This is an optimization exercise on Yosys and OpenROAD, whose aim is small area, a short achievable clock period and few clock cycles, not a production implementation. Only simulation tests tie the RTL to the original design; equivalence was not proved. Power is estimated from default activity; no workload was simulated.

## segment_address_translator_top
module segment_address_translator_top (
    input  logic                       clk,
    input  logic                       rst_n,
    input  logic                       cmd_valid,
    output logic                       cmd_ready,
    input  logic [1:0]                 cmd_opcode,
    input  logic [sat_pkg::ORD_W-1:0]  cmd_ordinal,
    input  logic [sat_pkg::ADDR_W-1:0] cmd_segment_base,
    input  logic [sat_pkg::ADDR_W-1:0] cmd_segment_size,
    input  logic [sat_pkg::HOST_W-1:0] cmd_mapped_base,
    input  logic [sat_pkg::ADDR_W-1:0] cmd_address,
    input  logic [sat_pkg::ADDR_W-1:0] cmd_offset,
    output logic                       res_valid,
    input  logic                       res_ready,
    output logic [1:0]                 res_status,
    output logic [sat_pkg::HOST_W-1:0] res_translated,
    output logic                       res_cache_hit,
    input  logic                       cfg_write,
    input  logic [sat_pkg::ADDR_W-1:0] cfg_data
);
    localparam int N = sat_pkg::SEGMENT_SLOTS;
    localparam int D = sat_pkg::CACHE_DEPTH;
    function automatic logic ge_n(input logic [32:0] a, input logic [32:0] nb);
        logic [32:0] g;
        logic [32:0] p;
        logic [16:0] g1, p1;
  ...
Size: roughly 38000 cells after synthesis, roughly 9300 flip-flops, roughly 310 I/O pins.
==> flow/config.mk <==
export PLATFORM = sky130hd
export DESIGN_NAME = segment_address_translator_top
export DESIGN_NICKNAME = segment_address_translator_top
export VERILOG_FILES = /design/flow/design.v
export SDC_FILE = /design/flow/constraint.sdc
export NUM_CORES = 8
export LEC_CHECK = 0
export CAP_MARGIN = 35
export CORE_MARGIN = 2
export CORE_UTILIZATION = 55
export CTS_CLUSTER_DIAMETER = 60
export CTS_CLUSTER_SIZE = 24
export PLACE_DENSITY = 0.65
export SLEW_MARGIN = 35
export SYNTH_HIERARCHICAL = 1
export SYNTH_MEMORY_MAX_BITS = 16384
==> flow/constraint.sdc <==
create_clock -name core_clock -period 8.0 [get_ports {clk}]
set_input_delay 1.6000 -clock core_clock [delete_from_list [all_inputs] [get_ports {clk}]]
set_output_delay 1.6000 -clock core_clock [all_outputs]
set_load 0.01 [all_outputs]
standard.sh (not shown) runs the stock make flow with config.mk's settings and CLKGATE_MAP_FILE= SYNTH_SCRIPT=/design/flow/synth_recipe.tcl, a recipe that flattens the netlist after the stock synthesis.
==> flow/flow/run.sh <==
#!/bin/bash
# Layout flow: the standard layout (standard.sh), with these changes.
#  1. Synthesis maps logic with abc_speed.script (delay-driven ABC mapping with a
#     delay target) in place of ORFS's own abc_speed.script, and without the
#     full/half-adder cell extraction; everything else in synthesis, registers
#     included, is the standard synthesis.
#  2. Timing repair aims below the clock period (SETUP_SLACK_MARGIN) only after
#     placement (CTS and global route stages), not at floorplan, and may resize
#     cells to other footprints there; it works on the worst half of the
#     failing endpoints only (TNS_END_PERCENT), since only the worst slack counts.
# Each step's full output goes to a log file of its own in this folder.
set -euo pipefail
W=$(pwd)
rm -rf "$W/scripts"
cp -r "$FLOW_HOME/scripts" "$W/scripts"
cp "$W/flow/abc_speed.script" "$W/scripts/abc_speed.script"
export SCRIPTS_DIR="$W/scripts"

MARGIN=$(cat "$W/flow/setup_margin.txt")

bash standard.sh ADDER_MAP_FILE= synth > "$W/log_synth.txt" 2>&1
bash standard.sh floorplan > "$W/log_floorplan.txt" 2>&1
bash standard.sh place > "$W/log_place.txt" 2>&1
bash standard.sh SETUP_SLACK_MARGIN=$MARGIN TNS_END_PERCENT=50 MATCH_CELL_FOOTPRINT=0 cts > "$W/log_cts.txt" 2>&1
bash standard.sh SETUP_SLACK_MARGIN=$MARGIN TNS_END_PERCENT=50 MATCH_CELL_FOOTPRINT=0 route > "$W/log_route.txt" 2>&1
bash standard.sh finish > "$W/log_finish.txt" 2>&1
test -f "$W/out/final.def"
==> flow/flow/abc_speed.script <==
&get -n
&st
&synch2
&if -g -K 6
&synch2
&put
dch -f
map -D 1800
buffer -c
topo
upsize -D 1800
dnsize -D 1800
stime -c
==> flow/flow/setup_margin.txt <==
4.5
Testbench counts at the start, summed over its fixed seeds: cycles 4,899.
==> next run, changes <==
--- a/flow/design.v
+++ b/flow/design.v
@@ -426,31 +426,48 @@
         if (adv)
         begin
             d5   <= dsel;
             a5   <= a4;
             st5  <= st4;
             hit5 <= hit4;
         end
     end
     logic [32:0] lo5;
-    logic [66:0] res5;
     logic [63:0] lo5_64;
     assign lo5_64 = add64({32'd0, d5[31:0]}, {32'd0, a5}, 1'b0);
     assign lo5    = lo5_64[32:0];
-    assign res5 = {st5, hit5, lo5[32] ? inc32(d5[63:32]) : d5[63:32], lo5[31:0]};
+    logic        p6;
+    logic [31:0] lo6;
+    logic        c6;
+    logic [31:0] hi6;
+    logic [1:0]  st6;
+    logic        hit6;
+    always_ff @(posedge clk)
+    begin
+        if (adv)
+        begin
+            lo6  <= lo5[31:0];
+            c6   <= lo5[32];
+            hi6  <= d5[63:32];
+            st6  <= st5;
+            hit6 <= hit5;
+        end
+    end
+    logic [66:0] res6;
+    assign res6 = {st6, hit6, c6 ? inc32(hi6) : hi6, lo6};
     logic        r_v;
     logic        b_v;
     logic [66:0] r_d;
     logic [66:0] b_d;
     logic        take;
     logic        in_v;
     assign take = r_v && res_ready;
-    assign in_v = adv && p5;
+    assign in_v = adv && p6;
     logic       b_v_next;
     logic       r_v_next;
     logic       wv_next;
     logic       p1_next;
     logic       ld1_next;
     logic       pos1_0_next;
     logic       adv_next;
     always_comb
     begin
@@ -469,18 +486,19 @@
         begin
             adv            <= 1'b1;
             phase          <= '0;
             image_base_reg <= '0;
             p1             <= 1'b0;
             p2             <= 1'b0;
             p3             <= 1'b0;
             p4             <= 1'b0;
             p5             <= 1'b0;
+            p6             <= 1'b0;
             wv             <= 1'b0;
             r_v            <= 1'b0;
             b_v            <= 1'b0;
         end
         else
         begin
             adv   <= adv_next;
             phase <= phase + 5'd1;
             if (cfg_write)
@@ -488,33 +506,34 @@
                 image_base_reg <= cfg_data;
             end
             p1  <= p1_next;
             if (adv)
             begin
                 p2 <= p1;
                 p3 <= p2;
                 p4 <= p3;
                 p5 <= p4;
+                p6 <= p5;
             end
             wv  <= wv_next;
             r_v <= r_v_next;
             b_v <= b_v_next;
         end
     end
     always_ff @(posedge clk)
     begin
         if (!r_v || take)
         begin
-            r_d <= b_v ? b_d : res5;
+            r_d <= b_v ? b_d : res6;
         end
         if (adv)
         begin
-            b_d <= res5;
+            b_d <= res6;
         end
     end
     logic nrdy_q;
     logic nrv_q;
     always_ff @(posedge clk or negedge rst_n)
     begin
         if (!rst_n)
         begin
             nrdy_q <= 1'b0;
The new run went through all stages and came out clean. Design area hardly moves. Wire length hardly moves. Hold slack gets better by 0.025 ns. Total power fell slightly. Clock-buffer cell count grows by 24. Synthesized area increases slightly. Sequential power went up slightly.
Testbench counts after the change, summed over its fixed seeds: cycles 4,907.

what the ideal ports hide:
Ports are ideal in the flow. The routed layouts listed here were re-timed in OpenROAD.
Step 1 (the two cells are an assumption about what drives the block):
set clk [get_ports {clk}]
set_driving_cell -lib_cell sky130_fd_sc_hd__clkbuf_16 $clk
set_driving_cell -lib_cell sky130_fd_sc_hd__buf_2 [delete_from_list [all_inputs] $clk]
Step 2 adds t to the input delays and takes it off the output delays; t is the mean of the earliest and latest rising clock arrival at the registers after step 1. Input paths then give back, and output paths get back, about the clock's delay inside the block.
Three values: ideal, step 1, step 2; two values: the first two.
| run | t, ns | slack for setup (ns) | slew at the worst register clock pin (ns) |
|---|---|---|---|
| the first run | 1.323 | 4.012 / 4.012 / 3.311 | 0.10 / 0.10 |
| the second run | 1.304 | 4.095 / 4.095 / 3.304 | 0.10 / 0.10 |
After both steps every run listed still meets setup and hold. For the second run, which loses most, drivers alone change the setup slack by 0.000 ns; drivers and shift together by -0.791 ns.
